Source: an optimization exercise on an open RTL-to-GDS flow (aim: a short achievable clock period and few clock cycles per item). Production flows keep margins and buffers that such runs may drop. Only simulation tests tie the RTL to the original design; equivalence was not proved. No activity file was given, so power comes from the tool's default toggle rates.

## design/flow/design.v

```verilog
package isa_pkg;
  localparam int num_regs  = 32;
  localparam int mem_words = 64;
  typedef logic [31:0] word_t;
  typedef logic [4:0] reg_idx_t;
  typedef logic signed [12:0] imm_t;
  typedef logic [5:0] mem_addr_t;
  typedef enum logic [3:0] {
    op_nop  = 4'd0,
    op_add  = 4'd1,
    op_sub  = 4'd2,
    op_and  = 4'd3,
    op_or   = 4'd4,
    op_xor  = 4'd5,
    op_addi = 4'd6,
    op_lw   = 4'd7,
    op_sw   = 4'd8
  } opcode_t;
  typedef struct packed {
    opcode_t  opcode;
    reg_idx_t rd;
    reg_idx_t rs1;
    reg_idx_t rs2;
    imm_t     imm;
  } instr_t;
endpackage
package pipe_pkg;
  typedef struct packed {
    logic [3:0]        opcode;
    logic [4:0]        rd;
    logic [31:0]       op_a;
    logic [31:0]       op_b;
    logic [31:0]       imm_ext;
    logic              reg_write;
    logic              mem_to_reg;
    logic              mem_write;
  } dec_rec_t;
  typedef struct packed {
    logic [3:0]        opcode;
    logic [31:0]       imm_ext;
    logic              mem_to_reg;
    logic              reg_write;
    logic              mem_write;
    logic [4:0]        dest;
    logic [31:0]       alu_result;
    logic              zero;
    logic [31:0]       store_data;
  } exe_rec_t;
  typedef struct packed {
    logic [3:0]        opcode;
    logic [4:0]        rd;
    logic              reg_write;
    logic [31:0]       value;
    logic              zero;
  } retire_t;
endpackage
module core_top (
  input  logic              clk,
  input  logic              rst_n,
  input  logic              in_valid,
  input  logic [31:0]       in_instr,
  output logic              in_ready,
  output logic              out_valid,
  output logic [42:0]       out_rec,
  input  logic              out_ready
);
  logic arr_rst_n;
  always_ff @(posedge clk) arr_rst_n <= rst_n;
  logic        hv;
  logic        sv;
  logic [31:0] hq;
  logic [31:0] sq;
  logic [31:0] h_oh1;      
  logic [31:0] h_oh2;      
  logic        take;
  logic        pop;
  logic        q_hw_a;     
  logic        q_hw_b;     
  logic [4:0]  n_rs1;      
  logic [4:0]  n_rs2;
  assign in_ready = !sv;
  assign take     = in_valid && !sv;
  always_ff @(posedge clk)
  begin
    if (!rst_n)
    begin
      hv <= 1'b0;
      sv <= 1'b0;
    end
    else
    begin
      if (sv)
      begin
        if (pop)
        begin
          hv <= 1'b1;
          sv <= 1'b0;
        end
      end
      else if (pop || !hv)
      begin
        hv <= take;
      end
      else if (take)
      begin
        sv <= 1'b1;
      end
    end
  end
  always_comb
  begin
    if (sv && pop)
    begin
      n_rs1 = sq[22:18];
      n_rs2 = sq[17:13];
    end
    else if (!sv && (pop || !hv) && take)
    begin
      n_rs1 = in_instr[22:18];
      n_rs2 = in_instr[17:13];
    end
    else
    begin
      n_rs1 = hq[22:18];
      n_rs2 = hq[17:13];
    end
  end
  always_ff @(posedge clk)
  begin
    q_hw_a <= ev && e_wr && (e_rd == n_rs1);
    q_hw_b <= ev && e_wr && (e_rd == n_rs2);
  end
  always_ff @(posedge clk)
  begin
    if (sv)
    begin
      if (pop)
      begin
        hq    <= sq;
        h_oh1 <= 32'd1 << sq[22:18];
        h_oh2 <= 32'd1 << sq[17:13];
      end
    end
    else if (pop || !hv)
    begin
      if (take)
      begin
        hq    <= in_instr;
        h_oh1 <= 32'd1 << in_instr[22:18];
        h_oh2 <= 32'd1 << in_instr[17:13];
      end
    end
    else if (take)
    begin
      sq <= in_instr;
    end
  end
  logic [31:0] regs [1:31];
  logic        w_en;
  logic [4:0]  w_rd;
  logic [31:0] w_val;      
  logic [31:1] w_we;       
  always_ff @(posedge clk)
  begin
    if (!arr_rst_n)
    begin
      for (int i = 1; i < 32; i++) regs[i] <= '0;
    end
    else
    begin
      for (int i = 1; i < 32; i++)
      begin
        if (w_we[i]) regs[i] <= w_val;
      end
    end
  end
  logic        ev;
  logic [3:0]  e_op;
  logic [4:0]  e_rd;
  logic        e_rw;       
  logic        e_wr;       
  logic        e_st;       
  logic        e_cin;      
  logic        e_sand;
  logic        e_sor;
  logic        e_sxor;
  logic        e_sld;
  logic        e_zsum;     
  logic        e_znone;    
  logic [31:0] e_a;
  logic [31:0] e_b;
  logic [31:0] e_x;        
  logic        e_fa;       
  logic        e_fb;       
  logic        e_fx;       
  logic        e_s_rr;     
  logic        e_s_wra;    
  logic        e_s_wrs;    
  logic [31:0] w_inv;      
  logic        e_s_rwa;    
  logic        e_s_rws;    
  logic        e_s_ww;     
  logic [31:0] e_lr;       
  logic [31:0] e_o;        
  logic        e_l_rr;     
  logic        e_l_and;    
  logic        e_l_or;     
  logic        e_l_xor;    
  logic        e_p_w;      
  logic        e_p_b;      
  logic        wv;
  logic [3:0]  w_op;
  logic        w_rw;
  logic        w_zero;
  logic [2:0]  fcnt;
  logic        ld_haz;
  assign pop = hv && !ld_haz && (fcnt + {2'd0, ev} + {2'd0, wv} <= 3'd3);
  logic [3:0]  d_op;
  logic [4:0]  d_rd;
  logic [4:0]  d_rs1;
  logic [4:0]  d_rs2;
  logic [31:0] d_imm;
  logic [31:0] rf_a;
  logic [31:0] rf_b;
  logic [31:0] fw_a;
  logic [31:0] fw_b;
  logic        hit_e_a;
  logic        hit_e_b;
  logic        hit_w_a;
  logic        hit_w_b;
  logic        d_rw;
  logic        d_sub;
  logic        d_useimm;
  logic        d_ssum;
  logic        d_logic;
  assign d_op  = hq[31:28];
  assign d_rd  = hq[27:23];
  assign d_rs1 = hq[22:18];
  assign d_rs2 = hq[17:13];
  assign d_imm = {{19{hq[12]}}, hq[12:0]};
  always_comb
  begin
    rf_a = '0;
    rf_b = '0;
    for (int i = 1; i < 32; i++)
    begin
      rf_a = rf_a | ({32{h_oh1[i]}} & regs[i]);
      rf_b = rf_b | ({32{h_oh2[i]}} & regs[i]);
    end
  end
  assign hit_e_a = ev && e_wr && (e_rd == d_rs1);
  assign hit_e_b = ev && e_wr && (e_rd == d_rs2);
  assign hit_w_a = q_hw_a;
  assign ld_haz = hit_e_a && e_sld && ((d_op == 4'd7) || (d_op == 4'd8));
  assign hit_w_b = q_hw_b;
  assign fw_a = hit_w_a ? w_val : rf_a;
  assign fw_b = hit_w_b ? w_val : rf_b;
  assign d_rw     = (d_op >= 4'd1) && (d_op <= 4'd7);
  assign d_sub    = (d_op == 4'd2);
  assign d_useimm = (d_op == 4'd6) || (d_op == 4'd7) || (d_op == 4'd8);
  assign d_logic  = (d_op == 4'd3) || (d_op == 4'd4) || (d_op == 4'd5);
  assign d_ssum   = (d_op == 4'd1) || (d_op == 4'd2) || (d_op == 4'd6);
  always_ff @(posedge clk)
  begin
    if (!rst_n)
    begin
      ev <= 1'b0;
    end
    else
    begin
      ev <= pop;
    end
  end
  always_ff @(posedge clk)
  begin
    e_op    <= d_op;
    e_rd    <= d_rd;
    e_rw    <= d_rw;
    e_wr    <= d_rw && (d_rd != 5'd0);
    e_st    <= (d_op == 4'd8);
    e_cin   <= d_sub;
    e_sand  <= (d_op == 4'd3);
    e_sor   <= (d_op == 4'd4);
    e_sxor  <= (d_op == 4'd5);
    e_sld   <= (d_op == 4'd7);
    e_zsum  <= (d_op == 4'd1) || (d_op == 4'd2) || d_useimm;
    e_znone <= (d_op == 4'd0) || (d_op >= 4'd9);
    e_a     <= fw_a;
    e_b     <= fw_b;
    e_x     <= d_useimm ? d_imm : (d_sub ? ~fw_b : fw_b);
    e_fa    <= hit_e_a;
    e_fb    <= hit_e_b;
    e_fx    <= hit_e_b && !d_useimm;
    e_s_rr  <= d_ssum && !hit_e_a && !(hit_e_b && !d_useimm);
    e_s_wra <= d_ssum && !d_sub && hit_e_a && !(hit_e_b && !d_useimm);
    e_s_wrs <= d_ssum && d_sub && hit_e_a && !(hit_e_b && !d_useimm);
    e_s_rwa <= d_ssum && !d_sub && !hit_e_a && (hit_e_b && !d_useimm);
    e_s_rws <= d_ssum && d_sub && !hit_e_a && (hit_e_b && !d_useimm);
    e_s_ww  <= d_ssum && !d_sub && hit_e_a && (hit_e_b && !d_useimm);
    e_lr    <= (d_op == 4'd3) ? (fw_a & fw_b) : ((d_op == 4'd4) ? (fw_a | fw_b) : (fw_a ^ fw_b));
    e_o     <= hit_e_a ? fw_b : fw_a;
    e_l_rr  <= d_logic && !hit_e_a && !hit_e_b;
    e_l_and <= (d_op == 4'd3) && (hit_e_a != hit_e_b);
    e_l_or  <= (d_op == 4'd4) && (hit_e_a != hit_e_b);
    e_l_xor <= (d_op == 4'd5) && (hit_e_a != hit_e_b);
    e_p_w   <= (((d_op == 4'd3) || (d_op == 4'd4)) && hit_e_a && hit_e_b)
            || ((d_op == 4'd8) && hit_e_b);
    e_p_b   <= (d_op == 4'd8) && !hit_e_b;
  end
  logic [31:0] a;
  logic [31:0] b;
  logic [31:0] x;
  assign a = e_fa ? w_val : e_a;
  assign b = e_fb ? w_val : e_b;
  assign x = e_fx ? (w_val ^ {32{e_cin}}) : e_x;
  function automatic logic [31:0] ks_add(input logic [31:0] u, input logic [31:0] v,
                                         input logic cin);
    logic [31:0] g;
    logic [31:0] p;
    logic [31:0] gn;
    logic [31:0] pn;
    g = u & v;
    p = u ^ v;
    g[0] = g[0] | (p[0] & cin);
    for (int l = 0; l < 5; l++)
    begin
      for (int i = 0; i < 32; i++)
      begin
        if (i >= (1 << l))
        begin
          gn[i] = g[i] | (p[i] & g[i - (1 << l)]);
          pn[i] = p[i] & p[i - (1 << l)];
        end
        else
        begin
          gn[i] = g[i];
          pn[i] = p[i];
        end
      end
      g = gn;
      p = pn;
    end
    ks_add = u ^ v ^ {g[30:0], cin};
  endfunction
  logic [31:0] sum_rr;
  logic [31:0] sum_wra;
  logic [31:0] sum_wrs;
  logic [31:0] sum_rwa;
  logic [31:0] sum_rws;
  logic [31:0] sum_sel;
  logic [31:0] p0;
  assign sum_rr  = ks_add(e_a,   e_x,   e_cin);
  assign sum_wra = ks_add(w_val, e_x,   1'b0);
  assign sum_wrs = ks_add(w_val, e_x,   1'b1);
  assign sum_rwa = ks_add(e_a,   w_val, 1'b0);
  assign sum_rws = ks_add(e_a,   w_inv, 1'b1);
  assign sum_sel = ({32{e_s_rr}}  & sum_rr)
                 | ({32{e_s_wra}} & sum_wra)
                 | ({32{e_s_wrs}} & sum_wrs)
                 | ({32{e_s_rwa}} & sum_rwa)
                 | ({32{e_s_rws}} & sum_rws)
                 | ({32{e_s_ww}}  & {w_val[30:0], 1'b0});
  assign p0 = a ^ x;
  logic [31:0] mem [64];
  logic [2:0]  d_lo_t [8];
  logic [7:0]  d_lo_c;
  logic [2:0]  d_hi_t0 [8];
  logic [2:0]  d_hi_t1 [8];
  logic [63:0] a_row;
  logic [63:0] f_row;
  logic [63:0] d_row;
  logic [63:0] e_rowl;
  logic [63:0] e_rows;
  logic [63:0] row_ld;
  logic [63:0] row_st;
  logic [31:0] ld;
  logic [31:0] e_res;
  logic [5:0]  e_alu6;
  always_comb
  begin
    for (int l = 0; l < 8; l++)
    begin
      d_lo_t[l]  = 3'(l) - d_imm[2:0];
      d_lo_c[l]  = (3'(l) < d_imm[2:0]);
      d_hi_t0[l] = 3'(l) - d_imm[5:3];
      d_hi_t1[l] = 3'(l) - d_imm[5:3] - 3'd1;
    end
    for (int k = 0; k < 64; k++)
    begin
      a_row[k] = (fw_a[2:0] == d_lo_t[k % 8])
              && (fw_a[5:3] == (d_lo_c[k % 8] ? d_hi_t1[k / 8] : d_hi_t0[k / 8]));
      f_row[k] = (e_alu6[2:0] == d_lo_t[k % 8])
              && (e_alu6[5:3] == (d_lo_c[k % 8] ? d_hi_t1[k / 8] : d_hi_t0[k / 8]));
    end
    d_row = hit_e_a ? f_row : a_row;
  end
  always_ff @(posedge clk)
  begin
    e_rowl <= (d_op == 4'd7) ? d_row : 64'd0;
    e_rows <= (d_op == 4'd8) ? d_row : 64'd0;
  end
  assign row_ld = e_rowl;
  assign row_st = ev ? e_rows : 64'd0;
  always_comb
  begin
    ld = '0;
    for (int k = 0; k < 64; k++)
    begin
      ld = ld | ({32{row_ld[k]}} & mem[k]);
    end
  end
  logic        z_sum;
  logic        z_and;
  logic        z_or;
  logic        z_xor;
  logic        e_zero;
  assign e_alu6 = sum_sel[5:0]
                | ({6{e_l_rr}}  & e_lr[5:0])
                | ({6{e_l_and}} & (w_val[5:0] & e_o[5:0]))
                | ({6{e_l_or}}  & (w_val[5:0] | e_o[5:0]))
                | ({6{e_l_xor}} & (w_val[5:0] ^ e_o[5:0]))
                | ({6{e_p_w}}   & w_val[5:0])
                | ({6{e_p_b}}   & e_b[5:0]);
  assign e_res = sum_sel
               | ({32{e_l_rr}}  & e_lr)
               | ({32{e_l_and}} & (w_val & e_o))
               | ({32{e_l_or}}  & (w_val | e_o))
               | ({32{e_l_xor}} & (w_val ^ e_o))
               | ({32{e_p_w}}   & w_val)
               | ({32{e_p_b}}   & e_b)
               | ld;
  assign z_sum  = (p0 == {a[30:0] | x[30:0], e_cin});
  assign z_and  = ((a & b) == 32'd0);
  assign z_or   = ((a | b) == 32'd0);
  assign z_xor  = (a == b);
  assign e_zero = (e_zsum && z_sum) || (e_sand && z_and) || (e_sor && z_or)
               || (e_sxor && z_xor) || e_znone;
  always_ff @(posedge clk)
  begin
    if (!arr_rst_n)
    begin
      for (int k = 0; k < 64; k++) mem[k] <= '0;
    end
    else
    begin
      for (int k = 0; k < 64; k++)
      begin
        if (row_st[k]) mem[k] <= b;
      end
    end
  end
  always_ff @(posedge clk)
  begin
    if (!rst_n)
    begin
      w_en <= 1'b0;
      wv   <= 1'b0;
      w_we <= '0;
    end
    else
    begin
      w_en <= ev && e_wr;
      wv   <= ev;
      for (int i = 1; i < 32; i++) w_we[i] <= ev && e_wr && (e_rd == 5'(i));
    end
  end
  always_ff @(posedge clk)
  begin
    w_val  <= e_res;
    w_inv  <= ~e_res;
    w_rd   <= e_rd;
    w_op   <= e_op;
    w_rw   <= e_rw;
    w_zero <= e_zero;
  end
  logic [42:0] fifo [4];
  logic [1:0]  wp;
  logic [1:0]  rp;
  logic [42:0] wrec;
  logic        opop;
  logic [42:0] head_keep;
  logic [42:0] head_next;
  assign wrec = {w_op, w_rd, w_rw, w_val, w_zero};
  assign opop = out_valid && out_ready;
  assign head_keep = (fcnt != 3'd0) ? fifo[rp] : wrec;
  assign head_next = (fcnt > 3'd1) ? fifo[rp + 2'd1] : wrec;
  always_ff @(posedge clk)
  begin
    if (wv) fifo[wp] <= wrec;
  end
  always_ff @(posedge clk)
  begin
    if (!rst_n)
    begin
      wp        <= '0;
      rp        <= '0;
      fcnt      <= '0;
      out_valid <= 1'b0;
    end
    else
    begin
      if (wv) wp <= wp + 2'd1;
      if (opop) rp <= rp + 2'd1;
      fcnt      <= fcnt + {2'd0, wv} - {2'd0, opop};
      out_valid <= (fcnt + {2'd0, wv} - {2'd0, opop}) != 3'd0;
    end
  end
  always_ff @(posedge clk)
  begin
    out_rec <= opop ? head_next : head_keep;
  end
endmodule
```

## design/flow/run.sh

```bash
#!/bin/bash
# synth_recipe.tcl (not shown) runs the flow's synth.tcl, then flattens the netlist and writes it again
# the make line also repeats each setting of config.mk as NAME=value (left out here)
make -C /OpenROAD-flow-scripts/flow DESIGN_CONFIG=/design/flow/config.mk WORK_HOME=/design/flow/orfs CLKGATE_MAP_FILE= SYNTH_SCRIPT=/design/flow/synth_recipe.tcl finish
```

## design/flow/config.mk

```make
export PLATFORM = sky130hd
export DESIGN_NAME = core_top
export DESIGN_NICKNAME = core_top
export VERILOG_FILES = /design/flow/design.v
export SDC_FILE = /design/flow/constraint.sdc
export NUM_CORES = 4
export LEC_CHECK = 0
export ABC_CLOCK_PERIOD_IN_PS = 2000
export CAP_MARGIN = 20
export CELL_PAD_IN_SITES_DETAIL_PLACEMENT = 1
export CELL_PAD_IN_SITES_GLOBAL_PLACEMENT = 2
export CORE_MARGIN = 2
export CORE_UTILIZATION = 40
export CTS_CLUSTER_DIAMETER = 60
export CTS_CLUSTER_SIZE = 30
export PLACE_DENSITY = 0.5
export SETUP_SLACK_MARGIN = 3.4
export SLEW_MARGIN = 20
export TNS_END_PERCENT = 10
```

## design/flow/constraint.sdc

```tcl
create_clock -name core_clock -period 6.0 [get_ports {clk}]
set_input_delay 1.2000 -clock core_clock [delete_from_list [all_inputs] [get_ports {clk}]]
set_output_delay 1.2000 -clock core_clock [all_outputs]
set_load 0.01 [all_outputs]
```

==> flow_summary.toml, run 1 <==
[sta]
drv_slew = 0
finalHoldViolations = 0
finalSetupViolations = 0
period_share_pct = 60.65
holdWs_ps = 335.7
fin_setup_tns_ps = 0
finalWorstPathRequiredPeriod_ps = 3639
fmax_ghz = 0.2748
rsz0062_at_grt = "yes"
setup_slack_ps = 2361
worstMarginPinSlew_ps = 1315
fin_skew_ps = 92.41
slew_headroom_pct = 12.03

[final_layout]
final_util_pct = 49.05
synthToLayoutAreaGrowth_pct = 22.28
drive_above_1_share_pct = 18.83
multi_input_area_um2 = 96590
fin_nets = 18470
seq_area_um2 = 80140
fillers = 47000

[synthesis]
netlist_area_um2 = 177000
yosys_warnings = 6
synth_area_leader_cell = "dfxtp_1"
synthDominantCellAreaShare_pct = 39.90
yosysMostFrequentCell = "dfxtp_1"
seq_area_frac_synth_pct = 44.96
ys.flop_type = "dfxtp_1"
synth_mux_area_share_pct = 7.676
synthAdderAreaFrac_pct = 2.686
synth-simple-area-share_pct = 13.10
synth.area.top_cells = "dfxtp_1, o211a_1, mux2i_1, nand2_1, edfxtp_1"
synth-xor-area-share_pct = 1.469
async_reset_ff_share_pct = 0
syn_inst = 18110
synth_top_family_by_area = "compound AO/OA/AOI/OAI gates"
avgSynthCellArea_um2 = 9.771
synth_compound_area_share_pct = 25.40
ys_seq_elements = 3825
synth.distinct_cells = 108
synth_common_cells = "dfxtp_1, nand2_1, o211a_1"
synth_edf_count = 298
syn-num-nets = 18520

[worst_setup_path]
critPathCaptureType = "register"
slowest_stage = "a222oi_1"
arrival_ps = 4550
path_delay_family = "compound AO/OA/AOI/OAI gates"
cp-start-kind = "register"
r2r_slack_ps = 2360
worstPathCellList = "buf_16, a222oi_1, nand3_2, nor4_4, nand4_1, a211oi_2, o31a_1, o311ai_4, a311o_1, or3_1"
cp_slowest_stage_delay_ps = 600
cp.required_ps = 6910
crit_fanout = 4
cp_num_buf_inv = 1
crit_type = "register to register"

[die]
initial_core_util_pct = 40.11
die_h_um = 669.1
io_pins = 81
chipWidth_um = 669.1
die_area_um2 = 447700
num_rows = 244
core_area_um2 = 441100

[clock_tree]
ctsHoldBuffers = 0
clk-insertion-delay-late_ps = 1080
cts_made_buffers = 417
clkSinkCount = 3825
clkTransAtPathRegs_ps = 90
cts_buffer_depth = 4
h-tree-depth = 5
cts_tree = "built"
cts_root_buf = "clkbuf_16"

[routing]
avgViaCountPerCell = 6.938
drt-total-wl_um = 1079000
ant_nets = 0
route.detailed.drc = 0
wl_per_cell_um = 44.27
drt_iter0_drc = 26540
vias = 169200
drt-pass1-iter-count = 8

[place]
place_congestion = 0.9682
pre_cts_ws_ps = 751.3
hpwl_um = 662800
port-buffer-count = 80

[power_and_ir_drop]
cellPowerDensity_nw_per_um2 = 320.1
power.leakage_nw = 100.1
ir_drop_mv = 0.3060

[min_path]
hp-class = "register to register"

[grt]
met1_usage_pct = 63.55
grt_antenna_before_repair = 136
grt_pass1_wl_um = 1420000
grt_util_all_layers_pct = 46.12
grtUsageMet2_pct = 63.51
grt_max_degree = 206
grt_pass1_vias = 157200
met3_usage_pct = 15.49
overflow = 0
grt_busiest_layer = "met1"

[flow_run]
maxCapViolations = 0

[run_status]
status = "no timing/DRC/antenna violations"
==> per-stage QoR <==
step / power (mW) / cells / area (um^2)
after floorplan: 31.99 / 18110 / 177100
after global placement: 37.44 / 22790 / 184500
after detailed placement: 37.47 / 22790 / 184600
after CTS: 67.85 / 24170 / 212100
after global routing: 70.38 / 24340 / 216300
final: 69.26 / 24380 / 216400
==> final timing paths <==
check                                 end  cells past startpoint  startpoint
worst max-delay path            w_val[31]                     10   e_rowl[8]
worst min-delay path                 w_rw                      0        e_rw
worst max register to register  w_val[31]                     10   e_rowl[8]
worst min register to register       w_rw                      0        e_rw
==> power breakdown <==
part	switching [mW]	internal, mW	leakage, nW
sequential	0.859	26.3	31.4
combinational	9.13	4.42	61.5
clock	13.5	15.1	7.24
==> final cells by class <==
type	count	share of cell area, %
timing repair inverter	7	0.06535
clock buffer	463	5.081
inverter	292	0.5736
antenna	54	0.06245
tap	5904	3.414
multi-input combinational	12090	44.64
clock inverter	319	1.836
sequential	3825	37.04
timing repair buffer	1422	7.287
==> layer usage <==
metal	up-vias	wire, um
met5	-	868
li1	67040	-
met3	2670	144900
met2	11440	426100
met1	87930	441200
met4	83	66250
==> repair_timing <==
item / CTS / global route
pin swaps: 349 / 230
setup endpoints to repair: 2382 / 1695
gates cloned: 39 / 7
buffers inserted: 551 / 152
gates resized for setup: 1363 / 537
==> kinds of logic (layout without fill, tap and decap cells) <==
family / count (synthesis) / after routing
other cells: 0 / 54
simple gates: 4913 / 4916
flops: 3825 / 3825
xor+xnor: 293 / 293
buf+inv: 2197 / 2503
mux: 1244 / 1244
fa+ha+maj: 375 / 375
compound gates: 5263 / 5265
==> cell usage in the layout (no fill, tap or decap), types with 80 or more instances in the layout <==
master	instances
clkbuf_16	425
dfxtp_4	142
buf_4	833
a22o_1	611
dfxtp_1	3348
inv_1	244
inv_6	80
o21ai_0	185
mux2i_1	1051
xnor2_1	170
nand2_1	2417
buf_6	193
nand3_1	189
nor2b_1	1009
buf_12	213
mux4_2	86
o211a_1	2051
nand4_1	339
a21oi_1	287
a22oi_1	770
edfxtp_1	298
a221oi_2	131
ha_1	315
a221oi_1	494
nor2_1	416
==> flip-flops by register name (all words and copies together) (netlist names), 32 cells and up, named ones only <==
signal / cells
e_o: 32
mem: 2048
e_lr: 32
e_x: 32
regs: 992
e_a: 32
w_val: 32
w_inv: 32
hq: 32
e_rows: 64
sq: 32
fifo: 172
out_rec: 43
e_rowl: 64
e_b: 32
Testbench counts, summed over its fixed seeds: cycles 24,682, items 24,000.
==> inputs of run 2 (changes only) <==
--- a/design/flow/config.mk
+++ b/design/flow/config.mk
@@ -9,4 +9,2 @@
 export CAP_MARGIN = 20
-export CELL_PAD_IN_SITES_DETAIL_PLACEMENT = 1
-export CELL_PAD_IN_SITES_GLOBAL_PLACEMENT = 2
 export CORE_MARGIN = 2
@@ -15,2 +13,3 @@
 export CTS_CLUSTER_SIZE = 30
+export MIN_ROUTING_LAYER = met2
 export PLACE_DENSITY = 0.5
==> run 2 against run 1 <==
Net effect:
- the run now fails in global routing
- synthesized area is the same
- synthesized cell count is the same
==> flow_summary.toml, run 2 <==
[place]
port-buffer-count = 80
hpwl_um = 640500
place_congestion = 1.121

[grt]
overflow = 638
grt_pass1_vias = 243900
grt_util_all_layers_pct = 76.47
grt_pass1_wl_um = 1613000
grt_max_degree = 205

[synthesis]
synth_top_family_by_area = "compound AO/OA/AOI/OAI gates"
syn_inst = 18110
synth_compound_area_share_pct = 25.40
avgSynthCellArea_um2 = 9.771
synthDominantCellAreaShare_pct = 39.90
syn-num-nets = 18520
ys.flop_type = "dfxtp_1"
synth_mux_area_share_pct = 7.676
synth_common_cells = "dfxtp_1, nand2_1, o211a_1"
seq_area_frac_synth_pct = 44.96
ys_seq_elements = 3825
synth.area.top_cells = "dfxtp_1, o211a_1, mux2i_1, nand2_1, edfxtp_1"
synth_edf_count = 298
synthAdderAreaFrac_pct = 2.686
synth-xor-area-share_pct = 1.469
yosys_warnings = 6
yosysMostFrequentCell = "dfxtp_1"
netlist_area_um2 = 177000
synth_area_leader_cell = "dfxtp_1"
async_reset_ff_share_pct = 0
synth-simple-area-share_pct = 13.10
synth.distinct_cells = 108

[clock_tree]
ctsHoldBuffers = 0
h-tree-depth = 5
cts_root_buf = "clkbuf_16"
cts_buffer_depth = 4
clkSinkCount = 3825
cts_made_buffers = 401

[die]
initial_core_util_pct = 40.11
chipWidth_um = 669.1
io_pins = 81
die_h_um = 669.1
num_rows = 244

[run_status]
stop_stage = "global routing"
status = "did not finish"
stop_error = "[ERROR GRT-0116] Global routing finished with congestion. Check the congestion regions in the DRC Viewer."
run 2: cell counts after synthesis:
Identical to the previous run, type by type.
run 2: logic make-up after synthesis:
kind of cell / Yosys count
compound gates: 5263
xor+xnor: 293
fa+ha+maj: 375
simple gates: 4913
flops: 3825
mux: 1244
buf+inv: 2197
run 2: repair_timing:
action / CTS
cloned: 24
setup buffers: 579
gates resized for setup: 1564
pin swaps: 352
setup endpoints to repair: 2054
run 2: per-layer routing:
metal  global-route usage [%]  overflow
met1                        -         -
met5                    70.83       118
met4                    52.97        24
met3                    87.81       478
met2                    79.20        18
run 2: power by group through the flow:
stage / combinational [mW] / clock [mW] / sequential, mW
after CTS: 12.3 / 27.8 / 27.0
after global placement: 9.69 / 0 / 27.9
after detailed placement: 9.60 / 0 / 27.9
after floorplan: 4.77 / 0 / 27.2
run 2: worst max path at each step:
stage / slack [ps] / start / to
2_1_floorplan: 2850 / e_cin / e_rows[3]
3_3_place_gp: 900 / w_val[12] / w_inv[12]
3_5_place_dp: 1180 / e_rowl[14] / w_val[26]
4_1_cts: 2360 / e_rowl[24] / w_val[26]
run 2: per-stage QoR:
step	worst slack (ps)	area, um^2	power [mW]	instances
2_1_floorplan	2852	177100	31.99	18110
4_1_cts	2364	212700	67.06	24190
3_3_place_gp	897.6	184600	37.55	22830
3_5_place_dp	1178	184700	37.47	22830

separate check: timing with driven ports:
The results above use ideal ports. As a check the final layout listed here was re-extracted and re-timed, cells and wires unchanged. Step 1 (the two cells are an assumption about what drives the block):
set clk [get_ports {clk}]
set_driving_cell -lib_cell sky130_fd_sc_hd__clkbuf_16 $clk
set_driving_cell -lib_cell sky130_fd_sc_hd__buf_2 [delete_from_list [all_inputs] $clk]
Step 2 moves the port delays by t, midway between the first and last clock arrival at a register: inputs arrive t later, outputs are due t later. That takes back most of the time a late clock gives input paths. Slacks: ideal ports / drivers / drivers and shift; pairs: ideal ports / drivers.
run: run 1
t, ns: 1.178
slack for setup (ns): 2.361 / 2.361 / 1.867
clock arrival spread, ns: 0.104 / 0.104
worst data-port slew with drivers (ns): 0.09
pins driven straight from the clock port: 1
After both steps run 1 still meets setup and hold. For run 1, drivers alone change the setup slack by 0.000 ns; drivers and shift together by -0.494 ns.
